Context: an optimization exercise on an open-source flow, tuned for small area, a short achievable clock period and few clock cycles per item. The choices shown serve that exercise and are no tape-out recipe.
RTL that was checked went through simulation tests only; none was proved equivalent to the original.

==> run Z <==
## mont_redc_ws
module mont_redc_ws #(
    parameter int P_WIDTH  = 64,
    parameter int W_WIDTH  = 32,
    parameter int PD_WIDTH = 2 * P_WIDTH,
    parameter int NUM_W    = P_WIDTH / W_WIDTH
) (
    input  logic                clk,
    input  logic                rst_n,
    input  logic                in_valid,
    output logic                in_ready,
    input  logic [PD_WIDTH-1:0] Mul_in,
    input  logic [P_WIDTH-1:0]  N_in,
    input  logic [W_WIDTH-1:0]  Nprime_in,
    output logic                out_valid,
    input  logic                out_ready,
    output logic [P_WIDTH-1:0]  res_out,
    output logic [P_WIDTH:0]    res_raw_out
);
clock: 16.0 ns
lec_check: 0
cap_margin: 20
core_margin: 2
core_utilization: 40
slew_margin: 60
run.sh (not shown) runs the stock make flow with config.mk's settings and CLKGATE_MAP_FILE= SYNTH_SCRIPT=/design/flow/synth_recipe.tcl, a recipe that flattens the netlist after the stock synthesis.
==> run X (differences from run Z) <==
==> flow/flow/run.sh (new file) <==
#!/bin/bash
# The standard layout (standard.sh: ORFS synth .. finish), except that the port
# buffers use the smallest plain buffer cell (every port still gets its own buffer).
export BUFFER_PORTS_ARGS="-buffer_cell sky130_fd_sc_hd__buf_1"
bash standard.sh > standard.log 2>&1
==> flow/standard.sh (new file) <==
#!/bin/bash
# synth_recipe.tcl (not shown) runs the flow's synth.tcl, then flattens the netlist and writes it again
# the make line also repeats each setting of config.mk as NAME=value (left out here)
make -C /OpenROAD-flow-scripts/flow DESIGN_CONFIG=/design/flow/config.mk WORK_HOME=/design/flow/orfs CLKGATE_MAP_FILE= SYNTH_SCRIPT=/design/flow/synth_recipe.tcl "${@:-finish}"
Settings changed: CTS_BUF_LIST from default to sky130_fd_sc_hd__clkbuf_8.
removed: flow/run.sh
==> notes.md <==
item	run Z	run X
GR Util met1	35.5%	35.8%
Highest Clock Rate	157 MHz	157 MHz
Dpl cell area	33300 sq um	31200 sq um
Slowest CP cell	sky130_fd_sc_hd__dfxtp_2	sky130_fd_sc_hd__dfxtp_1
Critical Path Stages	15	19
Run status	finished clean	finished clean
Clock latency of the later-clocked register in the worst-skew pair	0.57 ns	0.68 ns
Detail-routed net length per standard cell	25.3 um	24.8 um
Worst-margin pin slew	0.649 ns	0.589 ns
FF+latch area	6730 sq um	6750 sq um
Worst clock skew	0.0165 ns	0.0614 ns
Aggregate global-route resource usage	27.0%	26.7%
Net count of the finished layout	3728	3734
Crit Reg-Reg Startpoint	neg_x[3]	one_x[0]
Routed wire length	102 mm	100 mm
Wire length of the first global-routing pass	153 mm	151 mm
Clock buffers created by TritonCTS	34	49
Synthesis-to-finish area growth	18.4%	10.8%
Non-clock buffer total of the final layout	377	368
Detail Placement HPWL	78.5 mm	76.4 mm
Share of layout cells above drive strength 1	12.2%	12.5%
Critical path buffers and inverters	1	3
Function was not checked in any run of this note: the RTL went through the layout flow alone.

---

==> 06-11: inputs <==
Another version of the RTL of mont_redc_ws (not shown whole).
clock: 16.0 ns
lec_check: 0
cap_margin: 60
core_margin: 2
core_utilization: 40
slew_margin: 80
Stock flow here: none of the scripts above is used.
==> 09-23: changes against 06-11 <==
CAP_MARGIN = 20   (was 60)
SLEW_MARGIN = 60   (was 80)
==> 03-17: changes against 06-11 <==
CAP_MARGIN = 20   (was 60)
SLEW_MARGIN = 20   (was 80)
==> qor summary <==
|  | 03-17 | 09-23 | 06-11 |
|---|---|---|---|
| Status | finished clean | finished clean | finished clean |
| Highest routing layer actually used | met4 | met5 | met5 |
| Total cell area at the placement stage | 47200 um^2 | 47600 um^2 | 51000 um^2 |
| Share of the final layout cell area in multi-input gates | 65.5% | 64.9% | 63.3% |
| End point of the critical path | q_q[7]$_DFFE_PP_ | q_q[7]$_DFFE_PP_ | wc[33]$_DFFE_PP_ |
| First-pass detailed-route iteration total | 6 | 13 | 6 |
| Nets | 5869 | 5900 | 6073 |
| Pin count of the biggest net entering global routing | 107 | 97 | 43 |
| Clock buffer count in the final layout | 59 | 55 | 57 |
| Total clock buffers created by CTS | 40 | 41 | 42 |
| Final non-filler cell total | 6245 | 6275 | 6450 |
| Via count | 35900 | 36100 | 37000 |
| Non-clock buffer count in the final layout | 380 | 410 | 582 |
| Critical path buffer and inverter count | 3 | 5 | 13 |
Testbench counts of 06-11, summed over its fixed seeds: cycles 48,016, items 4,800.
Testbench counts of 09-23, summed over its fixed seeds: cycles 48,016, items 4,800.
Testbench counts of 03-17, summed over its fixed seeds: cycles 48,016, items 4,800.

---

==> build 88: inputs <==
Another version of the RTL of mont_redc_ws (not shown whole).
export LEC_CHECK = 0
export CAP_MARGIN = 20
export CORE_MARGIN = 2
export CORE_UTILIZATION = 40
export SLEW_MARGIN = 20
create_clock -name core_clock -period 16.0 [get_ports {clk}]
==> trial 19 (differences from build 88) <==
--- a/flow/design.v
+++ b/flow/design.v
@@ -17,35 +17,47 @@
     output logic [P_WIDTH:0]    res_raw_out
 );
     localparam logic [65:0] KCONST = 66'h2aaaaaaaaaaaaaaac;
     logic        st_load, st_step, st_fin;
     logic [2:0]  cnt;
-    logic        free;
+    logic        free, pv, go;
     logic [65:0] ws, wc;
     logic        cin, qtop;
+    logic [7:0]  q_q, nt_q;
     logic [63:0] n_q, thi_q;
-    logic [7:0]  np_q;
+    logic [7:0]  np_q, tl_q;
     always_ff @(posedge clk) begin
         n_q   <= N_in;
         thi_q <= Mul_in[127:64];
+        tl_q  <= Mul_in[7:0];
         np_q  <= Nprime_in[7:0];
     end
-    logic [7:0] wl, q;
-    assign wl = ws[7:0] + wc[7:0] + 8'(cin);
-    assign q  = 8'(wl * np_q) - 8'(qtop);
     logic [2:0] bd [4];
-    logic [3:0] one, two, neg, nneg;
-    assign bd[0] = {q[1], q[0], qtop};
-    assign bd[1] = {q[3], q[2], q[1]};
-    assign bd[2] = {q[5], q[4], q[3]};
-    assign bd[3] = {q[7], q[6], q[5]};
+    logic [2:0] bn [4];
+    logic [3:0] one, two, neg, nneg, onen, twon, negn, one_a, two_a, neg_a;
+    logic q7_a;
+    assign bd[0] = {q_q[1], q_q[0], qtop};
+    assign bn[0] = {np_q[1], np_q[0], 1'b0};
+    assign bd[1] = {q_q[3], q_q[2], q_q[1]};
+    assign bn[1] = {np_q[3], np_q[2], np_q[1]};
+    assign bd[2] = {q_q[5], q_q[4], q_q[3]};
+    assign bn[2] = {np_q[5], np_q[4], np_q[3]};
+    assign bd[3] = {q_q[7], q_q[6], q_q[5]};
+    assign bn[3] = {np_q[7], np_q[6], np_q[5]};
     for (genvar j = 0; j < 4; j++) begin : g_enc
         assign one[j]  = bd[j][1] ^ bd[j][0];
         assign two[j]  = (bd[j] == 3'b011) || (bd[j] == 3'b100);
         assign neg[j]  = bd[j][2];
         assign nneg[j] = ~bd[j][2];
+        assign onen[j] = bn[j][1] ^ bn[j][0];
+        assign twon[j] = (bn[j] == 3'b011) || (bn[j] == 3'b100);
+        assign negn[j] = bn[j][2];
+        assign one_a[j] = one[j] & st_step;
+        assign two_a[j] = two[j] & st_step;
+        assign neg_a[j] = neg[j] & st_step;
     end
+    assign q7_a = q_q[7] & st_step;
     logic [64:0] e0, e1, e2, e3;
     assign e0 = (({65{one[0]}} & {1'b0, n_q}) | ({65{two[0]}} & {n_q, 1'b0})) ^ {65{neg[0]}};
     assign e1 = (({65{one[1]}} & {1'b0, n_q}) | ({65{two[1]}} & {n_q, 1'b0})) ^ {65{neg[1]}};
     assign e2 = (({65{one[2]}} & {1'b0, n_q}) | ({65{two[2]}} & {n_q, 1'b0})) ^ {65{neg[2]}};
     assign e3 = (({65{one[3]}} & {1'b0, n_q}) | ({65{two[3]}} & {n_q, 1'b0})) ^ {65{neg[3]}};
@@ -862,40 +874,70 @@
     logic [65:0] ws_step, wc_step;
     logic        cin_step;
     assign ws_step  = ts[73:8];
     assign wc_step  = tc[73:8];
     assign cin_step = |(ts[7:0] | tc[7:0]);
-    logic [65:0] raw, dif;
-    assign raw = ws + wc + 66'(cin) + 66'(thi_q) + (qtop ? 66'(n_q) : 66'(0)) + KCONST;
-    assign dif = raw - 66'(n_q);
+    logic [15:0] w16, nt16, la_sum;
+    assign w16  = st_step ? (ws[15:0] + wc[15:0] + 16'(cin)) : n_q[15:0];
+    assign nt16 = {nt_q, 8'hFF};
+    wire [15:0] la_w0 = (((({16{onen[0]}} & w16) | ({16{twon[0]}} & {w16[14:0], 1'b0})) ^ {16{negn[0]}}) << 0) + (16'(negn[0]) << 0);
+    wire [15:0] la_q0 = (((({16{one_a[0]}} & nt16) | ({16{two_a[0]}} & {nt16[14:0], 1'b0})) ^ {16{neg_a[0]}}) << 0) + (16'(neg_a[0]) << 0);
+    wire [15:0] la_w1 = (((({16{onen[1]}} & w16) | ({16{twon[1]}} & {w16[14:0], 1'b0})) ^ {16{negn[1]}}) << 2) + (16'(negn[1]) << 2);
+    wire [15:0] la_q1 = (((({16{one_a[1]}} & nt16) | ({16{two_a[1]}} & {nt16[14:0], 1'b0})) ^ {16{neg_a[1]}}) << 2) + (16'(neg_a[1]) << 2);
+    wire [15:0] la_w2 = (((({16{onen[2]}} & w16) | ({16{twon[2]}} & {w16[14:0], 1'b0})) ^ {16{negn[2]}}) << 4) + (16'(negn[2]) << 4);
+    wire [15:0] la_q2 = (((({16{one_a[2]}} & nt16) | ({16{two_a[2]}} & {nt16[14:0], 1'b0})) ^ {16{neg_a[2]}}) << 4) + (16'(neg_a[2]) << 4);
+    wire [15:0] la_w3 = (((({16{onen[3]}} & w16) | ({16{twon[3]}} & {w16[14:0], 1'b0})) ^ {16{negn[3]}}) << 6) + (16'(negn[3]) << 6);
+    wire [15:0] la_q3 = (((({16{one_a[3]}} & nt16) | ({16{two_a[3]}} & {nt16[14:0], 1'b0})) ^ {16{neg_a[3]}}) << 6) + (16'(neg_a[3]) << 6);
+    wire [15:0] la_w4 = np_q[7] ? {w16[7:0], 8'd0} : 16'd0;
+    wire [15:0] la_q4 = q7_a ? 16'hFF00 : 16'd0;
+    assign la_sum = la_w0 + la_q0 + la_w1 + la_q1 + la_w2 + la_q2 + la_w3 + la_q3 + la_w4 + la_q4;
+    logic [7:0] q0;
+    assign q0 = 8'(tl_q * np_q);
+    logic [65:0] thi_x, nsel, s_fin, e_fin, r_fin, d_fin;
+    assign thi_x = 66'(thi_q);
+    assign nsel  = qtop ? {2'b0, n_q} : ~{2'b0, n_q};
+    logic [65:0] a1, b1, a2, b2, a3, b3;
+    assign a1 = ws ^ wc ^ thi_x;
+    assign b1 = {((ws & wc) | (ws & thi_x) | (wc & thi_x)), cin} ;
+    assign a2 = a1 ^ b1 ^ KCONST;
+    assign b2 = {((a1 & b1) | (a1 & KCONST) | (b1 & KCONST)), 1'b0};
+    assign a3 = a2 ^ b2 ^ nsel;
+    assign b3 = {((a2 & b2) | (a2 & nsel) | (b2 & nsel)), ~qtop};
+    assign s_fin = a2 + b2;
+    assign e_fin = a3 + b3;
+    assign r_fin = qtop ? e_fin : s_fin;    
+    assign d_fin = qtop ? s_fin : e_fin;    
     assign free        = ~out_valid | out_ready;
+    assign go          = free & in_valid & pv;
     assign res_raw_out = ws[64:0];
     assign res_out     = wc[63:0];
     always_ff @(posedge clk) begin
         if (!rst_n) begin
             st_load   <= 1'b1;
             st_step   <= 1'b0;
             st_fin    <= 1'b0;
             in_ready  <= 1'b0;
             out_valid <= 1'b0;
+            pv        <= 1'b0;
             cnt       <= '0;
         end else begin
+            pv       <= in_valid & ~(in_ready);
             in_ready <= 1'b0;
             if (st_load) begin
                 if (free) out_valid <= 1'b0;
                 cnt <= '0;
-                if (free && in_valid) begin
+                if (go) begin
                     st_load <= 1'b0;
                     st_step <= 1'b1;
                 end
             end
             if (st_step) begin
                 cnt <= cnt + 1'b1;
-                if (cnt == 3'(7)) begin
-                    st_step  <= 1'b0;
-                    st_fin   <= 1'b1;
-                    in_ready <= 1'b1;
+                if (cnt == 3'd6) in_ready <= 1'b1;
+                if (cnt == 3'd7) begin
+                    st_step <= 1'b0;
+                    st_fin  <= 1'b1;
                 end
             end
             if (st_fin) begin
                 st_fin    <= 1'b0;
                 st_load   <= 1'b1;
@@ -906,17 +948,22 @@
     always_ff @(posedge clk) begin
         if (st_step) begin
             ws   <= ws_step;
             wc   <= wc_step;
             cin  <= cin_step;
-            qtop <= q[7];
+            qtop <= q_q[7];
+            q_q  <= la_sum[15:8];
         end else if (st_fin) begin
-            ws <= {1'b0, raw[64:0]};
-            wc <= {2'b0, dif[65] ? raw[63:0] : dif[63:0]};
-        end else if (free) begin
-            ws   <= {2'b0, Mul_in[63:0]};
-            wc   <= '0;
-            cin  <= 1'b0;
+            ws <= {1'b0, r_fin[64:0]};
+            wc <= {2'b0, d_fin[65] ? r_fin[63:0] : d_fin[63:0]};
+        end else begin
+            q_q  <= q0;
+            nt_q <= la_sum[15:8];
             qtop <= 1'b0;
+            if (free) begin
+                ws   <= {2'b0, Mul_in[63:0]};
+                wc   <= '0;
+                cin  <= 1'b0;
+            end
         end
     end
 endmodule
==> metrics list <==
- Result of the run: finished clean
- For the pin with the worst max-slew slack, the measured transition is 1.23 ns.
- Data arrives at the worst endpoint at 11.13 ns.
* Fmax: 92.4 MHz
- Met3 routing resource usage after global routing: 0.0389
* Die Wd: 301 um
* Part of the Yosys area used for sequential elements: 0.193
- Measured against its own limit, the worst slew margin works out to 0.181.
- Avg Cell Area, Syn: 9.06 um^2
(the above is from build 88)
==> metrics list <==
* Result of the run: finished clean
* Fmax: 118 MHz
- Detailed Routing Iterations Pass 1: 6
- Of the cells placed in the final design, the portion with a size suffix greater than 1 is 0.0380.
- From left edge to right edge, the die measures 327 um.
- Avg Cell Area, Syn: 9.18 um^2
- At the pin with the least slew margin, the transition time is 1.12 ns.
- The worst pin sits at a relative slew slack of 0.256.
* Part of the Yosys area used for sequential elements: 0.179
* Worst hold slack across all endpoints: 0.534 ns
- Met3 routing resource usage after global routing: 0.0467
- In the global route stage, met1 resource usage came out at 0.365.
- At the worst endpoint, the arrival time is 8.87 ns.
(the above is from trial 19)
Testbench counts of build 88, summed over its fixed seeds: cycles 48,008, items 4,800.
Testbench counts of trial 19, summed over its fixed seeds: cycles 48,016, items 4,800.

## re-timing with driven ports
The flow's constraints put no driver on any port. The routed layouts listed below were extracted and timed again, unchanged, in two steps.
Step 1 (the two cells are an assumption about what drives the block):
set clk [get_ports {clk}]
set_driving_cell -lib_cell sky130_fd_sc_hd__clkbuf_16 $clk
set_driving_cell -lib_cell sky130_fd_sc_hd__buf_2 [delete_from_list [all_inputs] $clk]
Step 2 adds t to the input delays and takes it off the output delays; t is the mean of the earliest and latest rising clock arrival at the registers after step 1. Input paths then give back, and output paths get back, about the clock's delay inside the block.
a / b / c = no drivers / after step 1 / after step 2; a / b = the first two.
| run | t (ns) | setup slack, ns | worst setup path after step 2 | latest minus earliest clock arrival (ns) |
|---|---|---|---|---|
| run Z | 0.627 | 9.614 / 9.614 / 9.614 | register to register | 0.016 / 0.017 |
| run X | 0.709 | 9.632 / 9.632 / 9.632 | register to register | 0.061 / 0.061 |
| 06-11 | 0.693 | 8.498 / 8.498 / 8.498 | register to register | 0.034 / 0.034 |
| 09-23 | 0.693 | 8.692 / 8.692 / 8.692 | register to register | 0.021 / 0.021 |
| 03-17 | 0.682 | 8.292 / 8.292 / 8.292 | register to register | 0.024 / 0.023 |
| build 88 | 0.659 | 5.176 / 5.176 / 5.176 | register to register | 0.025 / 0.026 |
| trial 19 | 0.688 | 7.500 / 7.500 / 7.500 | register to register | 0.030 / 0.031 |
After both steps every run listed still meets setup and hold.
